Context: an optimization exercise on an open-source flow, tuned for small area. The choices shown serve that exercise and are no tape-out recipe. At most, simulation tests tie the RTL to the original design; equivalence was not proved. No activity file was given, so power comes from the tool's default toggle rates.

==> inputs of delta <==
// eth_commu_top
module eth_commu_top
(
	input logic i_clk,
	input logic i_rst_n,
	input logic i_trig_send,
	input commu_pkg::len_t i_data_length,
	input commu_pkg::byte_t i_pck_ident,
	input commu_pkg::byte_t i_pck_idx,
	input commu_pkg::byte_t i_cur_byte,
	output logic o_get_cur_byte,
	output logic o_send_over,
	output logic o_tx_valid,
	output logic o_tx_last,
	output commu_pkg::byte_t o_tx_data,
	input logic i_rx_dv,
	input commu_pkg::byte_t i_rx_data,
	output commu_pkg::byte_t o_cmd,
	output logic [31:0] o_param,
	output logic o_cmd_come
);
	commu_pkg::ip_t local_ip;
	logic local_set;
	logic dest_set;
	commu_pkg::ip_t dest_ip;
	commu_pkg::mac_t dest_mac;
	logic arp_req;
	commu_pkg::ip_t arp_ip;
	commu_pkg::mac_t arp_mac;
	logic tx_hdr;
	logic slot_valid;
	logic [111:0] slot_rec;
	logic [1:0] slot_kind;
	logic slot_release;
	logic slot_stage_arm;
	logic slot_loading;
	tx_frame_sender u_sender
	(
		.i_clk(i_clk),
		.i_rst_n(i_rst_n),
		.i_trig_send(i_trig_send),
		.i_data_length(i_data_length),
		.i_pck_ident(i_pck_ident),
		.i_pck_idx(i_pck_idx),
		.i_cur_byte(i_cur_byte),
		.local_set(local_set),
		.local_ip(local_ip),
		.dest_set(dest_set),
  ...
Settings: LEC_CHECK=0, CAP_MARGIN=20, CORE_MARGIN=2, CORE_UTILIZATION=65, PLACE_DENSITY=0.8, SLEW_MARGIN=20; clock period 12.0 ns.
standard.sh (not shown) runs the stock make flow with config.mk's settings and CLKGATE_MAP_FILE= SYNTH_SCRIPT=/design/flow/synth_recipe.tcl, a recipe that flattens the netlist after the stock synthesis.
==> flow/flow/run.sh <==
#!/bin/bash
# Standard layout (the standard.sh) with a leaner clock tree and small port buffers:
# clkbuf_8 clock buffers in small sink clusters and no dummy loads on the clock tree; every
# port still gets its own buffer (buf_1). The make output goes to standard_run.log; the ORFS
# steps keep their own logs under orfs/logs.
set -o pipefail
export CTS_ARGS="-sink_clustering_enable -repair_clock_nets -dont_use_dummy_load -buf_list {sky130_fd_sc_hd__clkbuf_8} -sink_clustering_size 20 -sink_clustering_max_diameter 50"
export BUFFER_PORTS_ARGS="-buffer_cell sky130_fd_sc_hd__buf_1"
bash standard.sh > standard_run.log 2>&1
==> tundra (differences from delta) <==
--- a/flow/design.v
+++ b/flow/design.v
@@ -255,15 +255,15 @@
 	input logic i_rx_dv,
 	input commu_pkg::byte_t i_rx_data,
 	input logic i_slot_release,
 	input logic i_stage_arm,
 	input logic i_loading,
 	output logic o_slot_valid,
 	output logic [111:0] o_rec,
-	output logic [1:0] o_kind
+	output logic [2:0] o_kind
 );
 	logic [2:0] wr_slot;
 	logic [2:0] rd_slot;
 	logic [5:0] wr_cnt;
 	logic rx_dv_d;
 	logic capture;
 	logic frame_start;
@@ -280,20 +280,22 @@
 	logic mac_loc;
 	logic mac_bc;
 	logic et_08;
 	logic f_arp;
 	logic f_ip;
 	logic f_chk;
 	logic c_0;
+	logic c_1;
 	assign c_0 = mac_loc;
+	assign c_1 = mac_bc;
 	assign f_chk = et_08;
 	commu_pkg::byte_t rx_data_d;
-	logic [1:0] kind_new;
+	logic [2:0] kind_new;
 	logic [111:0] ring [4];
-	logic [1:0] kind [4];
+	logic [2:0] kind [4];
 	logic [3:0] start [4];
 	logic [111:0] stage;
 	assign frame_start = i_rx_dv && !rx_dv_d;
 	assign frame_end = !i_rx_dv && rx_dv_d;
 	assign empty = (wr_slot == rd_slot);
 	assign full = (wr_slot[2] != rd_slot[2]) && (wr_slot[1:0] == rd_slot[1:0]);
 	assign accept = frame_start ? !full : capture;
@@ -303,18 +305,19 @@
 		keep = 1'b0;
 		if (wr_cnt >= 6'd6 && wr_cnt <= 6'd11)
 			keep = 1'b1;
 		else if (f_arp)
 			keep = (wr_cnt >= 6'd22 && wr_cnt <= 6'd31);
 		else
 			keep = (wr_cnt >= 6'd26 && wr_cnt <= 6'd29) || (wr_cnt >= 6'd44)
-				|| (wr_cnt == 6'd42 && i_rx_data != 8'd0);
+				|| (wr_cnt == 6'd42 && i_rx_data[7:1] != 7'd0);
 	end
 	assign kind_new[0] = f_ip && f_chk;
 	assign kind_new[1] = f_arp || (f_ip && f_chk && c_0);
+	assign kind_new[2] = f_ip && f_chk && c_1;
 	assign match = (phase == start[rd_slot[1:0]]);
 	assign stg_en = (i_stage_arm && match) || (stg_on && !match);
 	always_ff @(posedge i_clk or negedge i_rst_n)
 	begin
 		if (!i_rst_n)
 		begin
 			rx_dv_d <= 1'b0;
@@ -372,14 +375,15 @@
 				begin
 					f_arp <= (mac_loc || mac_bc) && et_08 && (i_rx_data == 8'h06);
 					f_ip <= (mac_loc || mac_bc) && et_08 && (i_rx_data == 8'h00);
 				end
 				6'd42:
 				begin
 					mac_loc <= (i_rx_data == 8'h00);
+					mac_bc <= (i_rx_data == 8'h01);
 				end
 				6'd43:
 					et_08 <= (i_rx_data == ~rx_data_d);
 				default:
 					;
 			endcase
 		end
@@ -404,15 +408,15 @@
 `timescale 1ns/10ps
 module rx_cmd_parser
 (
 	input logic i_clk,
 	input logic i_rst_n,
 	input logic i_slot_valid,
 	input logic [111:0] i_rec,
-	input logic [1:0] i_kind,
+	input logic [2:0] i_kind,
 	input logic i_tx_hdr,
 	output logic o_slot_release,
 	output logic o_stage_arm,
 	output logic o_loading,
 	output logic o_local_set,
 	output commu_pkg::ip_t o_local_ip,
 	output logic o_dest_set,
@@ -429,49 +433,47 @@
 	localparam logic [1:0] ps_load = 2'd1;
 	localparam logic [1:0] ps_decide = 2'd2;
 	logic [1:0] pstate;
 	logic [5:0] pcnt;
 	logic do_arp;
 	logic do_cmd;
 	logic local_pend;
-	logic is_local;
 	assign o_slot_release = (pstate == ps_decide);
 	assign o_loading = (pstate == ps_load);
 	assign o_stage_arm = (pstate == ps_load) && (pcnt >= 6'd20) && (pcnt <= 6'd33);
 	assign do_arp = o_slot_release && i_kind[1] && !i_kind[0];
 	assign do_cmd = o_slot_release && i_kind[0];
-	assign is_local = !i_kind[1] && (i_rec[111:104] == 8'd1);
 	always_ff @(posedge i_clk or negedge i_rst_n)
 	begin
 		if (!i_rst_n)
 		begin
 			pstate <= ps_idle;
 			o_arp_req <= 1'b0;
 			o_cmd_come <= 1'b0;
 			local_pend <= 1'b0;
 			o_dest_set <= 1'b0;
 			o_local_set <= 1'b0;
 		end
 		else
 		begin
 			o_arp_req <= do_arp;
-			o_cmd_come <= do_cmd && !i_kind[1] && !is_local;
+			o_cmd_come <= do_cmd && !i_kind[1] && !i_kind[2];
 			case (pstate)
 				ps_idle:
 					if (i_slot_valid)
 						pstate <= ps_load;
 				ps_load:
 					if (pcnt == 6'd47)
 						pstate <= ps_decide;
 				default:
 					pstate <= ps_idle;
 			endcase
 			if (do_cmd && i_kind[1])
 				o_dest_set <= 1'b1;
-			if (do_cmd && is_local)
+			if (do_cmd && i_kind[2])
 				local_pend <= 1'b1;
 			else if (local_pend && !i_tx_hdr)
 			begin
 				local_pend <= 1'b0;
 				o_local_set <= 1'b1;
 			end
 		end
@@ -492,15 +494,15 @@
 		if (do_cmd && i_kind[1])
 		begin
 			o_dest_mac <= i_rec[63:16];
 			o_dest_ip <= {i_rec[15:0], i_rec[111:96]};
 		end
 		if (do_cmd)
 		begin
-			o_cmd <= i_kind[1] ? 8'd0 : i_rec[111:104];
+			o_cmd <= (i_kind[1] || i_kind[2]) ? {7'd0, i_kind[2]} : i_rec[111:104];
 			o_param <= i_rec[95:64];
 		end
 	end
 endmodule
 `timescale 1ns/10ps
 module eth_commu_top
 (
@@ -529,15 +531,15 @@
 	commu_pkg::mac_t dest_mac;
 	logic arp_req;
 	commu_pkg::ip_t arp_ip;
 	commu_pkg::mac_t arp_mac;
 	logic tx_hdr;
 	logic slot_valid;
 	logic [111:0] slot_rec;
-	logic [1:0] slot_kind;
+	logic [2:0] slot_kind;
 	logic slot_release;
 	logic slot_stage_arm;
 	logic slot_loading;
 	tx_frame_sender u_sender
 	(
 		.i_clk(i_clk),
 		.i_rst_n(i_rst_n),
==> flow/flow/run.sh (replaced) <==
#!/bin/bash
# Standard layout (the standard.sh) with a leaner clock tree, small port buffers.
# no dummy loads.
# clkbuf_8 clock buffers in small clusters and no dummy loads; every port still gets its own
# buffer; repair_timing's power recovery after global routing.
set -o pipefail
export CTS_ARGS="-sink_clustering_enable -repair_clock_nets -dont_use_dummy_load -buf_list {sky130_fd_sc_hd__clkbuf_8} -sink_clustering_size 16 -sink_clustering_max_diameter 50"
export BUFFER_PORTS_ARGS="-buffer_cell sky130_fd_sc_hd__buf_1"
bash standard.sh > standard_run.log 2>&1
==> flow/config.mk (replaced) <==
export PLATFORM = sky130hd
export DESIGN_NAME = eth_commu_top
export DESIGN_NICKNAME = eth_commu_top
export VERILOG_FILES = /design/flow/design.v
export SDC_FILE = /design/flow/constraint.sdc
export NUM_CORES = 4
export LEC_CHECK = 0
export CAP_MARGIN = 20
export CORE_MARGIN = 2
export CORE_UTILIZATION = 40
export SLEW_MARGIN = 20
==> sierra (differences from delta) <==
--- a/flow/design.v
+++ b/flow/design.v
@@ -255,15 +255,15 @@
 	input logic i_rx_dv,
 	input commu_pkg::byte_t i_rx_data,
 	input logic i_slot_release,
 	input logic i_stage_arm,
 	input logic i_loading,
 	output logic o_slot_valid,
 	output logic [111:0] o_rec,
-	output logic [1:0] o_kind
+	output logic [2:0] o_kind
 );
 	logic [2:0] wr_slot;
 	logic [2:0] rd_slot;
 	logic [5:0] wr_cnt;
 	logic rx_dv_d;
 	logic capture;
 	logic frame_start;
@@ -280,20 +280,19 @@
 	logic mac_loc;
 	logic mac_bc;
 	logic et_08;
 	logic f_arp;
 	logic f_ip;
 	logic f_chk;
 	logic c_0;
-	assign c_0 = mac_loc;
-	assign f_chk = et_08;
+	logic c_1;
 	commu_pkg::byte_t rx_data_d;
-	logic [1:0] kind_new;
+	logic [2:0] kind_new;
 	logic [111:0] ring [4];
-	logic [1:0] kind [4];
+	logic [2:0] kind [4];
 	logic [3:0] start [4];
 	logic [111:0] stage;
 	assign frame_start = i_rx_dv && !rx_dv_d;
 	assign frame_end = !i_rx_dv && rx_dv_d;
 	assign empty = (wr_slot == rd_slot);
 	assign full = (wr_slot[2] != rd_slot[2]) && (wr_slot[1:0] == rd_slot[1:0]);
 	assign accept = frame_start ? !full : capture;
@@ -303,18 +302,19 @@
 		keep = 1'b0;
 		if (wr_cnt >= 6'd6 && wr_cnt <= 6'd11)
 			keep = 1'b1;
 		else if (f_arp)
 			keep = (wr_cnt >= 6'd22 && wr_cnt <= 6'd31);
 		else
 			keep = (wr_cnt >= 6'd26 && wr_cnt <= 6'd29) || (wr_cnt >= 6'd44)
-				|| (wr_cnt == 6'd42 && i_rx_data != 8'd0);
+				|| (wr_cnt == 6'd42 && i_rx_data[7:1] != 7'd0);
 	end
 	assign kind_new[0] = f_ip && f_chk;
 	assign kind_new[1] = f_arp || (f_ip && f_chk && c_0);
+	assign kind_new[2] = f_ip && f_chk && c_1;
 	assign match = (phase == start[rd_slot[1:0]]);
 	assign stg_en = (i_stage_arm && match) || (stg_on && !match);
 	always_ff @(posedge i_clk or negedge i_rst_n)
 	begin
 		if (!i_rst_n)
 		begin
 			rx_dv_d <= 1'b0;
@@ -371,18 +371,19 @@
 				6'd13:
 				begin
 					f_arp <= (mac_loc || mac_bc) && et_08 && (i_rx_data == 8'h06);
 					f_ip <= (mac_loc || mac_bc) && et_08 && (i_rx_data == 8'h00);
 				end
 				6'd42:
 				begin
-					mac_loc <= (i_rx_data == 8'h00);
+					c_0 <= (i_rx_data == 8'h00);
+					c_1 <= (i_rx_data == 8'h01);
 				end
 				6'd43:
-					et_08 <= (i_rx_data == ~rx_data_d);
+					f_chk <= (i_rx_data == ~rx_data_d);
 				default:
 					;
 			endcase
 		end
 		for (int s = 0; s < 4; s++)
 		begin
 			if (wr_slot[1:0] == 2'(s) && wr_en && keep)
@@ -404,15 +405,15 @@
 `timescale 1ns/10ps
 module rx_cmd_parser
 (
 	input logic i_clk,
 	input logic i_rst_n,
 	input logic i_slot_valid,
 	input logic [111:0] i_rec,
-	input logic [1:0] i_kind,
+	input logic [2:0] i_kind,
 	input logic i_tx_hdr,
 	output logic o_slot_release,
 	output logic o_stage_arm,
 	output logic o_loading,
 	output logic o_local_set,
 	output commu_pkg::ip_t o_local_ip,
 	output logic o_dest_set,
@@ -429,49 +430,47 @@
 	localparam logic [1:0] ps_load = 2'd1;
 	localparam logic [1:0] ps_decide = 2'd2;
 	logic [1:0] pstate;
 	logic [5:0] pcnt;
 	logic do_arp;
 	logic do_cmd;
 	logic local_pend;
-	logic is_local;
 	assign o_slot_release = (pstate == ps_decide);
 	assign o_loading = (pstate == ps_load);
 	assign o_stage_arm = (pstate == ps_load) && (pcnt >= 6'd20) && (pcnt <= 6'd33);
 	assign do_arp = o_slot_release && i_kind[1] && !i_kind[0];
 	assign do_cmd = o_slot_release && i_kind[0];
-	assign is_local = !i_kind[1] && (i_rec[111:104] == 8'd1);
 	always_ff @(posedge i_clk or negedge i_rst_n)
 	begin
 		if (!i_rst_n)
 		begin
 			pstate <= ps_idle;
 			o_arp_req <= 1'b0;
 			o_cmd_come <= 1'b0;
 			local_pend <= 1'b0;
 			o_dest_set <= 1'b0;
 			o_local_set <= 1'b0;
 		end
 		else
 		begin
 			o_arp_req <= do_arp;
-			o_cmd_come <= do_cmd && !i_kind[1] && !is_local;
+			o_cmd_come <= do_cmd && !i_kind[1] && !i_kind[2];
 			case (pstate)
 				ps_idle:
 					if (i_slot_valid)
 						pstate <= ps_load;
 				ps_load:
 					if (pcnt == 6'd47)
 						pstate <= ps_decide;
 				default:
 					pstate <= ps_idle;
 			endcase
 			if (do_cmd && i_kind[1])
 				o_dest_set <= 1'b1;
-			if (do_cmd && is_local)
+			if (do_cmd && i_kind[2])
 				local_pend <= 1'b1;
 			else if (local_pend && !i_tx_hdr)
 			begin
 				local_pend <= 1'b0;
 				o_local_set <= 1'b1;
 			end
 		end
@@ -492,15 +491,15 @@
 		if (do_cmd && i_kind[1])
 		begin
 			o_dest_mac <= i_rec[63:16];
 			o_dest_ip <= {i_rec[15:0], i_rec[111:96]};
 		end
 		if (do_cmd)
 		begin
-			o_cmd <= i_kind[1] ? 8'd0 : i_rec[111:104];
+			o_cmd <= (i_kind[1] || i_kind[2]) ? {7'd0, i_kind[2]} : i_rec[111:104];
 			o_param <= i_rec[95:64];
 		end
 	end
 endmodule
 `timescale 1ns/10ps
 module eth_commu_top
 (
@@ -529,15 +528,15 @@
 	commu_pkg::mac_t dest_mac;
 	logic arp_req;
 	commu_pkg::ip_t arp_ip;
 	commu_pkg::mac_t arp_mac;
 	logic tx_hdr;
 	logic slot_valid;
 	logic [111:0] slot_rec;
-	logic [1:0] slot_kind;
+	logic [2:0] slot_kind;
 	logic slot_release;
 	logic slot_stage_arm;
 	logic slot_loading;
 	tx_frame_sender u_sender
 	(
 		.i_clk(i_clk),
 		.i_rst_n(i_rst_n),
==> flow/flow/run.sh (replaced) <==
#!/bin/bash
# Standard layout (the standard.sh) with a leaner clock tree, small port buffers and
# downsizing of gates off the critical paths:
# clkbuf_8 clock buffers in small clusters and no dummy loads; every port still gets its own
# buffer; repair_timing's power recovery after global routing.
set -o pipefail
export CTS_ARGS="-sink_clustering_enable -repair_clock_nets -dont_use_dummy_load -buf_list {sky130_fd_sc_hd__clkbuf_8} -sink_clustering_size 16 -sink_clustering_max_diameter 50"
export BUFFER_PORTS_ARGS="-buffer_cell sky130_fd_sc_hd__buf_1"
export RECOVER_POWER=100
bash standard.sh > standard_run.log 2>&1
==> flow/config.mk (replaced) <==
export PLATFORM = sky130hd
export DESIGN_NAME = eth_commu_top
export DESIGN_NICKNAME = eth_commu_top
export VERILOG_FILES = /design/flow/design.v
export SDC_FILE = /design/flow/constraint.sdc
export NUM_CORES = 4
export LEC_CHECK = 0
export CAP_MARGIN = 20
export CORE_MARGIN = 2
export CORE_UTILIZATION = 40
export SLEW_MARGIN = 20
==> summary.txt <==
sierra completed and failed the layout checks on max-capacitance violations, max-slew violations. tundra passed the timing, DRC and antenna checks. delta completed without violations.
Sequential cell count: sierra is higher than delta (7).
The highest final area belongs to tundra, the lowest to delta.
The lowest total power belongs to delta, the highest to sierra.
Utilization, highest first: delta, tundra, sierra.
Via count, highest first: delta, sierra, tundra.
Of tundra and delta, delta has the higher global-route usage (gap 9.4 points).
Of sierra and tundra, sierra has the higher wire length (gap about 6%, measured against tundra).
The RTL of sierra was laid out without a check of its function.

## static timing again, ports no longer ideal
Ports are ideal in the flow. The routed layouts listed here were re-timed in OpenROAD. Step 1 (the two cells are an assumption about what drives the block):
set clk [get_ports {i_clk}]
set_driving_cell -lib_cell sky130_fd_sc_hd__clkbuf_16 $clk
set_driving_cell -lib_cell sky130_fd_sc_hd__buf_2 [delete_from_list [all_inputs] $clk]
Step 2 moves the port delays by t, midway between the first and last clock arrival at a register: inputs arrive t later, outputs are due t later. That takes back most of the time a late clock gives input paths. Slacks: ideal ports / drivers / drivers and shift; pairs: ideal ports / drivers.
run	t, ns	setup slack, ns	worst hold slack (ns)
delta	0.665	5.960 / 5.990 / 5.325	0.306 / 0.306 / 0.306
tundra	0.704	5.811 / 5.846 / 5.143	0.275 / 0.275 / 0.275
sierra	0.712	4.079 / 4.079 / 4.079	0.296 / 0.296 / 0.296
The setup slack of tundra, which loses most, moves by +0.035 ns with the drivers and by -0.668 ns with both steps.
